From an optimization exercise on the open Yosys and OpenROAD flow, aimed at small area and a short achievable clock period; shortcuts taken in it are not production practice.
Function was checked by simulation only, so behaviour that the tests miss may differ from the original.
Power figures rest on the tool's default switching activity, not on a simulated workload.

--- flow/design.v ---
package cpu_pkg;
    typedef logic [31:0] u32_t;                
    typedef logic [31:0] phy_t;                
    typedef logic [1:0]  mat_t;                
    typedef logic [1:0]  plv_t;                
    localparam u32_t RESET_PC = 32'h1c000000;
    localparam int unsigned BTB_IDX_W   = 6;   
    localparam int unsigned BTB_TAG_W   = 24;  
    localparam int unsigned BTB_ENTRIES = 1 << BTB_IDX_W;
    typedef logic [BTB_IDX_W-1:0] btb_idx_t;
    typedef logic [BTB_TAG_W-1:0] btb_tag_t;
    localparam plv_t PLV_KERNEL = 2'd0;
    localparam plv_t PLV_USER   = 2'd3;
    localparam mat_t MAT_SUC = 2'd0;           
    localparam mat_t MAT_CC  = 2'd1;           
    typedef enum logic [5:0] {
        ECODE_NONE = 6'h00,
        ECODE_ADEF = 6'h08,                    
        ECODE_TLBR = 6'h3f                     
    } ecode_e;
    typedef enum logic [2:0] {
        IC_NOP = 3'd0,
        IC_R   = 3'd1
    } ic_op_e;
    typedef enum logic {
        IDLE = 1'b0,
        FILL = 1'b1
    } btb_state_e;
    typedef struct packed {
        logic valid;
        u32_t pc;                              
        u32_t src_pc;                          
        logic taken;
    } wr_pc_req_t;
    typedef struct packed {
        logic valid;
        u32_t npc;
    } btb_predict_t;
    typedef struct packed {
        logic     plv0;
        logic     plv3;
        mat_t     mat;
        logic [2:0] pseg;
        logic [2:0] vseg;
    } dmw_t;
    typedef struct packed {
        logic crmd_da;
        logic crmd_pg;
        plv_t crmd_plv;
        mat_t crmd_datf;
        dmw_t dmw0;
        dmw_t dmw1;
        u32_t eentry;
    } csr_t;
    typedef struct packed {
        logic   valid;
        ecode_e ecode;
        u32_t   badv;
    } excp_pass_t;
    typedef struct packed {
        logic is_flush;
        u32_t pc;
        u32_t btb_pre;                         
    } fetch1_fetch2_pass_t;
    typedef struct packed {
        logic       valid;
        u32_t       pc;
        u32_t       inst;
        u32_t       pred_npc;
        excp_pass_t excp;
    } inst_packet_t;
endpackage
`timescale 1ns/1ps
module addr_trans (
    input  cpu_pkg::u32_t       va,
    input  cpu_pkg::csr_t       rd_csr,
    output cpu_pkg::phy_t       pa,
    output cpu_pkg::mat_t       mat,
    output cpu_pkg::excp_pass_t excp
);
    logic direct;
    logic dmw0_hit;
    logic dmw1_hit;
    logic misaligned;
    logic tlb_miss;
    assign direct   = rd_csr.crmd_da && !rd_csr.crmd_pg;
    assign dmw0_hit = ((rd_csr.crmd_plv == cpu_pkg::PLV_KERNEL && rd_csr.dmw0.plv0) ||
                       (rd_csr.crmd_plv == cpu_pkg::PLV_USER   && rd_csr.dmw0.plv3)) &&
                      (va[31:29] == rd_csr.dmw0.vseg);
    assign dmw1_hit = ((rd_csr.crmd_plv == cpu_pkg::PLV_KERNEL && rd_csr.dmw1.plv0) ||
                       (rd_csr.crmd_plv == cpu_pkg::PLV_USER   && rd_csr.dmw1.plv3)) &&
                      (va[31:29] == rd_csr.dmw1.vseg);
    assign misaligned = (va[1:0] != 2'b00);
    assign tlb_miss   = !direct && !dmw0_hit && !dmw1_hit;  
    always_comb begin
        pa  = va;
        mat = rd_csr.crmd_datf;
        if (!direct) begin
            if (dmw0_hit) begin                  
                pa  = {rd_csr.dmw0.pseg, va[28:0]};
                mat = rd_csr.dmw0.mat;
            end else if (dmw1_hit) begin
                pa  = {rd_csr.dmw1.pseg, va[28:0]};
                mat = rd_csr.dmw1.mat;
            end else begin
                mat = cpu_pkg::MAT_SUC;
            end
        end
    end
    always_comb begin
        excp.valid = misaligned || tlb_miss;
        excp.badv  = va;
        if (misaligned) begin
            excp.ecode = cpu_pkg::ECODE_ADEF;
        end else if (tlb_miss) begin
            excp.ecode = cpu_pkg::ECODE_TLBR;
        end else begin
            excp.ecode = cpu_pkg::ECODE_NONE;
        end
    end
endmodule
`timescale 1ns/1ps
module btb (
    input  logic                  clk,
    input  logic                  rst_n,
    input  cpu_pkg::u32_t         btb_pc,
    input  logic                  btb_is_stall,
    input  cpu_pkg::wr_pc_req_t   train,
    output cpu_pkg::btb_predict_t btb_predict
);
    logic                 valid_q  [0:cpu_pkg::BTB_ENTRIES-1];
    logic [cpu_pkg::BTB_TAG_W-1:0] tag_q    [0:cpu_pkg::BTB_ENTRIES-1];
    logic [31:0]          target_q [0:cpu_pkg::BTB_ENTRIES-1];
    cpu_pkg::btb_state_e state;
    cpu_pkg::btb_idx_t   fill_idx;
    cpu_pkg::btb_idx_t lk_idx;
    cpu_pkg::btb_idx_t tr_idx;
    cpu_pkg::btb_tag_t tr_tag;
    logic     tr_present;
    cpu_pkg::u32_t     look_pc_r;                        
    logic     hit_valid_r;
    cpu_pkg::btb_tag_t hit_tag_r;
    cpu_pkg::u32_t     hit_target_r;
    assign lk_idx     = btb_pc[cpu_pkg::BTB_IDX_W+1:2];
    assign tr_idx     = train.src_pc[cpu_pkg::BTB_IDX_W+1:2];
    assign tr_tag     = train.src_pc[31:cpu_pkg::BTB_IDX_W+2];
    assign tr_present = valid_q[tr_idx] && (tag_q[tr_idx] == tr_tag);
    always_ff @(posedge clk or negedge rst_n) begin
        if (!rst_n) begin
            state    <= cpu_pkg::FILL;
            fill_idx <= '0;
        end else if (state == cpu_pkg::FILL) begin
            fill_idx <= fill_idx + 1'b1;
            if (&fill_idx) begin
                state <= cpu_pkg::IDLE;
            end
        end
    end
    always_ff @(posedge clk) begin
        if (state == cpu_pkg::FILL) begin
            valid_q[fill_idx] <= 1'b0;
        end else if (train.valid && train.taken) begin
            valid_q[tr_idx]  <= 1'b1;
            tag_q[tr_idx]    <= tr_tag;
            target_q[tr_idx] <= train.pc;
        end else if (train.valid && tr_present) begin
            valid_q[tr_idx]  <= 1'b0;             
        end
    end
    always_ff @(posedge clk or negedge rst_n) begin
        if (!rst_n) begin
            hit_valid_r <= 1'b0;
        end else if (!btb_is_stall) begin
            hit_valid_r <= (state == cpu_pkg::IDLE) && valid_q[lk_idx];
        end
    end
    always_ff @(posedge clk) begin
        if (!btb_is_stall) begin
            look_pc_r    <= btb_pc;
            hit_tag_r    <= tag_q[lk_idx];
            hit_target_r <= target_q[lk_idx];
        end
    end
    assign btb_predict.valid = hit_valid_r && (hit_tag_r == look_pc_r[31:cpu_pkg::BTB_IDX_W+2]);
    assign btb_predict.npc   = hit_target_r;
endmodule
`timescale 1ns/1ps
module fetch1 (
    input  logic                         clk,
    input  logic                         rst_n,
    output logic                         btb_is_stall,
    output cpu_pkg::u32_t                btb_pc,
    input  cpu_pkg::btb_predict_t        btb_predict,
    input  cpu_pkg::wr_pc_req_t          ex_wr_pc_req,
    input  cpu_pkg::wr_pc_req_t          excp_wr_pc_req,
    input  cpu_pkg::csr_t                rd_csr,
    output logic [11:0]                  icache_idx,
    output cpu_pkg::ic_op_e              icache_op,
    output cpu_pkg::phy_t                icache_pa,
    output logic                         icache_is_cached,
    input  logic                         is_stall,
    input  logic                         is_flush,
    output cpu_pkg::fetch1_fetch2_pass_t pass_out,
    output cpu_pkg::excp_pass_t          excp_pass_out
);
    cpu_pkg::u32_t       pc_r;
    cpu_pkg::u32_t       npc;
    cpu_pkg::phy_t       pa;
    cpu_pkg::mat_t       mat;
    cpu_pkg::excp_pass_t addr_excp;
    addr_trans u_addr_trans (
        .va     (pc_r),
        .rd_csr (rd_csr),
        .pa     (pa),
        .mat    (mat),
        .excp   (addr_excp)
    );
    always_comb begin
        if (excp_wr_pc_req.valid) begin
            npc = excp_wr_pc_req.pc;
        end else if (ex_wr_pc_req.valid) begin
            npc = ex_wr_pc_req.pc;
        end else if (btb_predict.valid) begin
            npc = btb_predict.npc;               
        end else begin
            npc = pc_r + 32'd4;
        end
    end
    always_ff @(posedge clk or negedge rst_n) begin
        if (!rst_n) begin
            pc_r <= cpu_pkg::RESET_PC;
        end else if (!is_stall) begin
            pc_r <= npc;
        end
    end
    assign btb_pc       = npc;
    assign btb_is_stall = is_stall;
    assign icache_op        = is_flush ? cpu_pkg::IC_NOP : cpu_pkg::IC_R;
    assign icache_idx       = pc_r[11:0];
    assign icache_pa        = pa;
    assign icache_is_cached = mat[0];
    assign pass_out.is_flush = is_flush;
    assign pass_out.pc       = pc_r;
    assign pass_out.btb_pre  = npc;
    assign excp_pass_out     = addr_excp;
endmodule
`timescale 1ns/1ps
module fetch2 (
    input  logic                         clk,
    input  logic                         rst_n,
    input  cpu_pkg::fetch1_fetch2_pass_t pass_in,
    input  cpu_pkg::excp_pass_t          excp_in,
    input  cpu_pkg::u32_t                icache_rdata,
    input  logic                         is_stall,
    output cpu_pkg::inst_packet_t        inst_out
);
    logic                flush_r;
    logic                excp_valid_r;
    cpu_pkg::fetch1_fetch2_pass_t pass_r;
    cpu_pkg::excp_pass_t          excp_r;
    always_ff @(posedge clk or negedge rst_n) begin
        if (!rst_n) begin
            flush_r      <= 1'b1;
            excp_valid_r <= 1'b0;
        end else if (!is_stall) begin
            flush_r      <= pass_in.is_flush;
            excp_valid_r <= excp_in.valid;
        end
    end
    always_ff @(posedge clk) begin
        if (!is_stall) begin
            pass_r <= pass_in;
            excp_r <= excp_in;
        end
    end
    always_comb begin
        inst_out.valid      = !flush_r;
        inst_out.pc         = pass_r.pc;
        inst_out.pred_npc   = pass_r.btb_pre;
        inst_out.inst       = excp_valid_r ? '0 : icache_rdata;  
        inst_out.excp.valid = excp_valid_r;
        inst_out.excp.ecode = excp_r.ecode;
        inst_out.excp.badv  = excp_r.badv;
    end
endmodule
`timescale 1ns/1ps
module fetch_front (
    input  logic         clk,
    input  logic         rst_n,
    input  logic [65:0]  ex_wr_pc_req,        
    input  logic [65:0]  excp_wr_pc_req,      
    input  logic [57:0]  rd_csr,              
    input  logic         is_stall,
    input  logic         is_flush,
    output logic [2:0]   icache_op,           
    output logic [11:0]  icache_idx,
    output logic [31:0]  icache_pa,           
    output logic         icache_is_cached,
    input  logic [31:0]  icache_rdata,        
    output logic [135:0] inst_out             
);
    logic                btb_is_stall;
    cpu_pkg::u32_t                btb_pc;
    cpu_pkg::btb_predict_t        btb_predict;
    cpu_pkg::fetch1_fetch2_pass_t f1_pass;
    cpu_pkg::excp_pass_t          f1_excp;
    fetch1 u_fetch1 (
        .clk              (clk),
        .rst_n            (rst_n),
        .btb_is_stall     (btb_is_stall),
        .btb_pc           (btb_pc),
        .btb_predict      (btb_predict),
        .ex_wr_pc_req     (ex_wr_pc_req),
        .excp_wr_pc_req   (excp_wr_pc_req),
        .rd_csr           (rd_csr),
        .icache_idx       (icache_idx),
        .icache_op        (icache_op),
        .icache_pa        (icache_pa),
        .icache_is_cached (icache_is_cached),
        .is_stall         (is_stall),
        .is_flush         (is_flush),
        .pass_out         (f1_pass),
        .excp_pass_out    (f1_excp)
    );
    btb u_btb (
        .clk          (clk),
        .rst_n        (rst_n),
        .btb_pc       (btb_pc),
        .btb_is_stall (btb_is_stall),
        .train        (ex_wr_pc_req),           
        .btb_predict  (btb_predict)
    );
    fetch2 u_fetch2 (
        .clk          (clk),
        .rst_n        (rst_n),
        .pass_in      (f1_pass),
        .excp_in      (f1_excp),
        .icache_rdata (icache_rdata),
        .is_stall     (is_stall),
        .inst_out     (inst_out)
    );
endmodule
--- flow/run.sh ---
#!/bin/bash
# synth_recipe.tcl (not shown) runs the flow's synth.tcl, then flattens the netlist and writes it again
# the make line also repeats each setting of config.mk as NAME=value (left out here)
make -C /OpenROAD-flow-scripts/flow DESIGN_CONFIG=/design/flow/config.mk WORK_HOME=/design/flow/orfs CLKGATE_MAP_FILE= SYNTH_SCRIPT=/design/flow/synth_recipe.tcl finish
--- flow/config.mk ---
export PLATFORM = sky130hd
export DESIGN_NAME = fetch_front
export DESIGN_NICKNAME = fetch_front
export VERILOG_FILES = /design/flow/design.v
export SDC_FILE = /design/flow/constraint.sdc
export NUM_CORES = 4
export LEC_CHECK = 0
export CAP_MARGIN = 20
export CORE_MARGIN = 2
export CORE_UTILIZATION = 35
export PLACE_DENSITY = 0.45
export SETUP_SLACK_MARGIN = 0.3
export SLEW_MARGIN = 20
--- flow/constraint.sdc ---
create_clock -name core_clock -period 5.0 [get_ports {clk}]
set_input_delay 1.0000 -clock core_clock [delete_from_list [all_inputs] [get_ports {clk}]]
set_output_delay 1.0000 -clock core_clock [all_outputs]
set_load 0.01 [all_outputs]
==> flow_summary.yaml <==
status:
  status: "complete, no violations"
setup_path:
  cp-end-kind: "register"
  arrival_ns: 5.58
  path_max_fanout: 14
  setup.worst_path.start_class: "register"
  crit_required_ns: 5.91
  critPathKind: "register to register"
  ff2ff_setup_slack_ns: 0.33
power:
  clkPwrFrac_pct: 39.3
  p_int_mw: 56.2
  power_density_nw_per_um2: 385
  leakagePower_nw: 68.1
  pwr-share-comb_pct: 14.5
  sequentialPowerShare_pct: 46.2
  ir_drop_v: 0.000303
  power.switching_mw: 20.9
  p_sw_share_pct: 27.1
  power.total_mw: 77.2
timing:
  final.setup.tns_ns: 0
  worst_pin_slew_ns: 1.21
  max_slew_margin_pct: 18.9
  max_freq_mhz: 214
  slew_viol_final: 0
  period_minus_slack_ns: 4.67
  finalCritPeriodShare_pct: 93.5
  finalHoldViolCount: 0
  fin_skew_ns: 0.0888
  rsz0062_at_grt: "false"
  layout_setup_ws_ns: 0.326
  setup_viol: 0
  holdWs_ns: 0.0965
global_routing:
  grt_pass1_vias: 116394
  grt_max_degree: 114
  overflow: 0
  antenna_found_initial: 90
  grt_pass1_wl_um: 1020000
  grt.total_usage_pct: 30.8
floorplan:
  start_util_pct: 35.1
  row_count: 252
  core_um2: 471000
  die_y_um: 691
  dieWidth_um: 691
  pin_count: 410
  fp.dieArea_um2: 478000
detailed_routing:
  vias_per_cell: 6.03
  vias: 124072
  wire_per_inst_um: 37.1
  drtAntennaViolNets: 0
  wirelength_um: 763000
  drtIter0Drc: 19196
  drcViolationCount: 0
  firstDrtPassIters: 7
yosys:
  synth.avg_cell_area_um2: 12.7
  ys.flop_type: "edfxtp_1"
  yosys_warnings: 4
  ys_types: 87
  synthArstFlopShare_pct: 1.10
  syn_area_um2: 165000
  seq_area_frac_synth_pct: 69.1
  ys_seq_elements: 3812
  synth_edf_count: 3770
  synthCells: 13055
cells_and_area:
  area_growth_syn_to_layout_pct: 21.1
  final_core_util_pct: 42.5
  finalNonFillerCells: 20576
  fin_area_um2: 200000
  layout-drive-gt1-share_pct: 15.9
  layout.nets: 14135
cts:
  cts_max_level: 5
  insertion_delay_ns: 1.05
  ctsLongestPathBuffers: 4
  path_clk_slew_ns: 0.06
  cts_buffers: 428
  root_buffer: "clkbuf_16"
  cts.sinks: 3812
  postCtsHoldBufs: 0
  cts_tree: "built"
placement:
  port_buffers: 337
  placed_cells: 19665
  placed_cell_area_um2: 186000
  place.gp.congestion: 0.910
  dp_hpwl_um: 458000
  pre_cts_ws_ns: -1.04
job:
  cap_violations: 0
hold_path:
  min_path_type: "primary input to asynchronous set/reset pin"
==> final timing paths <==
| kind | start | endpoint | depth (start not counted) |
|---|---|---|---|
| worst max-delay path | u_fetch2.pass_r[17] | u_btb.hit_target_r[31] | 13 |
| worst min-delay path | rst_n | u_fetch1.pc_r[24] | 2 |
| worst max register to register | u_fetch2.pass_r[17] | u_btb.hit_target_r[31] | 13 |
| worst min register to register | u_fetch2.flush_r | u_fetch2.flush_r | 2 |
| max in group asynchronous | rst_n | u_btb.fill_idx[3] | 2 |
| min in group core_clock | ex_wr_pc_req[25] | u_btb.tag_q[37][16] | 1 |
==> worst max-delay path, stage by stage, from the launching register on <==
cell and delay, ns:
edfxtp_1 0.48, xor2_1 0.21, or4_1 0.53, or4_4 0.60, or3_1 0.38, and3_2 0.34, inv_6 0.20, and2_4 0.30
buf_12 0.23, buf_16 0.24, nand3_1 0.12, nand4_1 0.29, and4_1 0.32, buf_12 0.17
==> power by group through the flow <==
stage          Combinational, mW  Clock, mW  Sequential [mW]
3_3_place_gp                10.8          0             36.3
5_1_grt                     11.7       31.9             35.7
2_1_floorplan               4.89          0             36.3
3_5_place_dp                10.8          0             36.3
6_report                    11.2       30.3             35.7
4_1_cts                     10.9       30.7             35.7
==> cell usage in the layout, fill, tap and decap left out, types with 105 or more instances in the layout <==
cell type,n
edfxtp_1,3770
nand2_1,3152
nand3_1,1360
a21oi_1,789
buf_4,729
clkbuf_16,443
buf_12,407
mux2i_1,400
a22oi_1,337
clkdlybuf4s50_1,273
a31oi_1,220
o21ai_0,214
nand4_1,193
a221oi_1,169
mux2_2,168
mux4_2,117
clkbuf_1,110
diode_2,105
==> per-layer routing <==
layer  up-vias  track usage, %  routed length (µm)
li1      51138               -                   -
met1     64007            41.6              307000
met2      7384            47.7              344000
met3      1521            5.02               67300
met4        22            16.4               45700
met5         -               0                 158
==> cell usage after synthesis (all sizes together), types with 16 or more instances <==
master | count | area, µm²
edfxtp | 3770 | 113000
nand2 | 3157 | 11900
nand3 | 1363 | 6820
a21oi | 790 | 3950
clkbuf | 697 | 2620
mux2i | 400 | 4000
buf | 381 | 2010
a22oi | 348 | 2610
a31oi | 224 | 1410
o21ai | 219 | 1100
nand4 | 193 | 1210
a221oi | 171 | 1500
mux2 | 169 | 1910
nor2 | 135 | 507
mux4 | 118 | 2660
a221o | 83 | 831
o22ai | 82 | 513
and4 | 63 | 552
a211oi | 62 | 465
xnor2 | 50 | 438
nor2b | 44 | 275
a22o | 43 | 377
and2 | 40 | 250
dfrtp | 37 | 926
xor2 | 36 | 315
nor4 | 29 | 203
o31ai | 29 | 223
nor3 | 25 | 125
o2bb2ai | 25 | 219
a222oi | 21 | 210
and3 | 19 | 119
o221ai | 19 | 166
o22a | 16 | 140
==> flip-flops by register name, indices dropped and copies added (netlist names), 2 cells and up <==
register	flops
u_btb.fill_idx	6
u_btb.hit_tag_r	24
u_btb.hit_target_r	32
u_btb.tag_q	1536
u_btb.target_q	2048
u_btb.valid_q	64
u_fetch1.pc_r	32
u_fetch2.excp_r	2
u_fetch2.pass_r	64
==> logic make-up (layout without fill, tap and decap cells) <==
kind of cell,count (synthesis),in the layout,synth area share [%]
compound gates,2206,2206,8.68
xor+xnor,86,86,0.456
other cells,1,107,0.00227
buf+inv,1094,2286,2.84
simple gates,5167,5167,13.7
fa+ha+maj,2,2,0.0151
mux,687,687,5.18
flops,3812,3812,69.1
==> timing repair <==
action | CTS | global route
gates cloned | 2 | 8
gates resized for setup | 32 | 60
pin swaps | 4 | 16
setup buffers | 1 | 22
endpoints found under the hold margin | 0 | 0
endpoints found under the setup margin | 87 | 52
==> layout make-up <==
class | count | area [µm²]
flip-flops and latches | 3812 | 114000
diodes | 105 | 263
inverters | 16 | 134
repair buffers | 1498 | 17400
clock buffers | 550 | 11400
repair inverters | 1 | 16.3
clock inverters | 221 | 1710
multi-input cells | 8150 | 47300
fillers | 43124 | 270000
well taps | 6223 | 7790

static timing again, ports no longer ideal:
The flow's constraints put no driver on any port. The routed layout listed below was extracted and timed again, unchanged, in two steps.
Step 1: set_driving_cell puts a clkbuf_16 on clk and a buf_2 on each other input, an assumption about the parent block.
Step 2 times the ports against the registers' clock, not the clock port: input delays grow and output delays shrink by t, the midpoint of the rising clock arrivals with the driver on.
Slacks: ideal ports / drivers / drivers and shift; pairs: ideal ports / drivers.
t (ns): 1.131
setup WS [ns]: 0.326 / 0.312 / -0.664
worst hold slack (ns): 0.096 / -0.011 / 0.494
clock arrival spread, ns: 0.092 / 0.092
Met with ideal ports but missed after step 2: setup timing in this run. The setup slack of this run moves by -0.014 ns with the drivers and by -0.990 ns with both steps.
